From an optimization exercise on the open Yosys and OpenROAD flow, aimed at small area; shortcuts taken in it are not production practice.

==> module spmv_sync_fifo, before the edit <==
module spmv_sync_fifo #(
    parameter int WIDTH   = 8,
    parameter int DEPTH   = 8,
    parameter int MASK_LO = WIDTH
) (
    input  logic                   clk,
    input  logic                   rst_n,
    input  logic                   push,
    input  logic [WIDTH-1:0]       din,
    input  logic                   pop,
    input  logic                   last_hi_en,
    output logic [WIDTH-1:0]       head,
    output logic [WIDTH-1:0]       last,
    output logic [$clog2(DEPTH):0] count
);
    logic [WIDTH-1:0] mem [DEPTH];
    logic [DEPTH-1:0] wr_sel, wr_sel_n, rd_sel;
    logic [DEPTH-1:0] last_sel, last_sel_hi;
    logic [DEPTH-1:0] row_we, row_hold;
    always_comb begin
        for (int k = 0; k < DEPTH; k++) begin
            last_sel[k]    = rd_sel[(k + 1) % DEPTH];
            last_sel_hi[k] = last_sel[k] && last_hi_en;
            row_we[k]      = push && wr_sel[k];
            row_hold[k]    = !push || wr_sel_n[k];
        end
    end
    always_comb begin
        head = '0;
        last = '0;
        for (int k = 0; k < DEPTH; k++) begin
            head = head | (mem[k] & {WIDTH{rd_sel[k]}});
            for (int b = 0; b < WIDTH; b++) begin
                if (b < MASK_LO) last[b] = last[b] | (mem[k][b] & last_sel[k]);
                else             last[b] = last[b] | (mem[k][b] & last_sel_hi[k]);
            end
        end
    end
    for (genvar k = 0; k < DEPTH; k++) begin : g_row
        logic [WIDTH-1:0] row;
        always_ff @(posedge clk) begin
            row <= (row & {WIDTH{row_hold[k]}}) | (din & {WIDTH{row_we[k]}});
        end
        assign mem[k] = row;
    end
    always_ff @(posedge clk or negedge rst_n) begin
        if (!rst_n) begin
            wr_sel   <= DEPTH'(1);
            wr_sel_n <= ~DEPTH'(1);
            rd_sel   <= DEPTH'(1);
            count    <= '0;
        end else begin
            if (push) begin
                wr_sel   <= {wr_sel[DEPTH-2:0], wr_sel[DEPTH-1]};
                wr_sel_n <= {wr_sel_n[DEPTH-2:0], wr_sel_n[DEPTH-1]};
            end
            if (pop) rd_sel <= {rd_sel[DEPTH-2:0], rd_sel[DEPTH-1]};
            case ({push, pop})
                2'b10:   count <= count + 1'b1;
                2'b01:   count <= count - 1'b1;
                default: ;
            endcase
        end
    end
endmodule
export LEC_CHECK = 0
export CAP_MARGIN = 20
export CORE_MARGIN = 2
export CORE_UTILIZATION = 40
export SLEW_MARGIN = 20
create_clock -name core_clock -period 4.0 [get_ports {clk}]
standard.sh (not shown) runs the stock make flow with config.mk's settings and CLKGATE_MAP_FILE= SYNTH_SCRIPT=/design/flow/synth_recipe.tcl, a recipe that flattens the netlist after the stock synthesis.
==> flow/flow/run.sh <==
#!/bin/bash
# Standard layout with three changes: ports are buffered with buf_1, the clock tree
# uses small clock buffers with larger sink clusters, and CTS adds no dummy loads.
set -euo pipefail
bash standard.sh synth > synth_make.log 2>&1
bash standard.sh finish \
  "BUFFER_PORTS_ARGS=-buffer_cell sky130_fd_sc_hd__buf_1" \
  "CTS_ARGS=-sink_clustering_enable -repair_clock_nets -dont_use_dummy_load -buf_list {sky130_fd_sc_hd__clkbuf_4 sky130_fd_sc_hd__clkbuf_8} -sink_clustering_size 20 -sink_clustering_max_diameter 60" \
  > layout_make.log 2>&1
Edit:
--- a/flow/design.v
+++ b/flow/design.v
@@ -20,14 +20,12 @@
     output logic [$clog2(DEPTH):0] count
 );
+    localparam int AW = $clog2(DEPTH);
     logic [WIDTH-1:0] mem [DEPTH];
-    logic [DEPTH-1:0] wr_sel, wr_sel_n, rd_sel;
-    logic [DEPTH-1:0] last_sel, last_sel_hi;
-    logic [DEPTH-1:0] row_we, row_hold;
+    logic [AW-1:0]    wr_ptr;
+    logic [DEPTH-1:0] rd_sel, last_sel, last_sel_hi;
     always_comb begin
         for (int k = 0; k < DEPTH; k++) begin
             last_sel[k]    = rd_sel[(k + 1) % DEPTH];
             last_sel_hi[k] = last_sel[k] && last_hi_en;
-            row_we[k]      = push && wr_sel[k];
-            row_hold[k]    = !push || wr_sel_n[k];
         end
     end
@@ -43,23 +41,17 @@
         end
     end
-    for (genvar k = 0; k < DEPTH; k++) begin : g_row
-        logic [WIDTH-1:0] row;
-        always_ff @(posedge clk) begin
-            row <= (row & {WIDTH{row_hold[k]}}) | (din & {WIDTH{row_we[k]}});
+    always_ff @(posedge clk) begin
+        for (int k = 0; k < DEPTH; k++) begin
+            if (push && wr_ptr == AW'(k)) mem[k] <= din;
         end
-        assign mem[k] = row;
     end
     always_ff @(posedge clk or negedge rst_n) begin
         if (!rst_n) begin
-            wr_sel   <= DEPTH'(1);
-            wr_sel_n <= ~DEPTH'(1);
-            rd_sel   <= DEPTH'(1);
-            count    <= '0;
+            wr_ptr <= '0;
+            rd_sel <= DEPTH'(1);
+            count  <= '0;
         end else begin
-            if (push) begin
-                wr_sel   <= {wr_sel[DEPTH-2:0], wr_sel[DEPTH-1]};
-                wr_sel_n <= {wr_sel_n[DEPTH-2:0], wr_sel_n[DEPTH-1]};
-            end
-            if (pop) rd_sel <= {rd_sel[DEPTH-2:0], rd_sel[DEPTH-1]};
+            if (push) wr_ptr <= wr_ptr + 1'b1;
+            if (pop)  rd_sel <= {rd_sel[DEPTH-2:0], rd_sel[DEPTH-1]};
             case ({push, pop})
                 2'b10:   count <= count + 1'b1;
Final area rises by 0.93%.
Synthesized area falls by about 2.3%.
Wire length falls by about 30%.
Die area falls by 2.3%.
Hold slack gains 82 ps.
Function was not checked in any run of this note: the RTL went through the layout flow alone.

## separate check: timing with driven ports
No port has a modelled driver above. Below, the same layouts with a new extraction and two added sets of constraints. Step 1: set_driving_cell puts a clkbuf_16 on clk and a buf_2 on each other input, an assumption about the parent block. Step 2 also shifts input and output timing later by t, the mid clock arrival at the registers, as if the neighbouring blocks saw the same clock. Three values: ideal ports, drivers, drivers and shift; two values: the first two.
run | t (ns) | slack for setup (ns) | worst register clock-pin slew, ns
the first run | 0.917 | 0.113 / 0.044 / 0.530 | 0.12 / 0.12
the second run | 0.875 | 0.204 / 0.134 / 0.625 | 0.12 / 0.12
After both steps setup and hold are still met in every run listed.
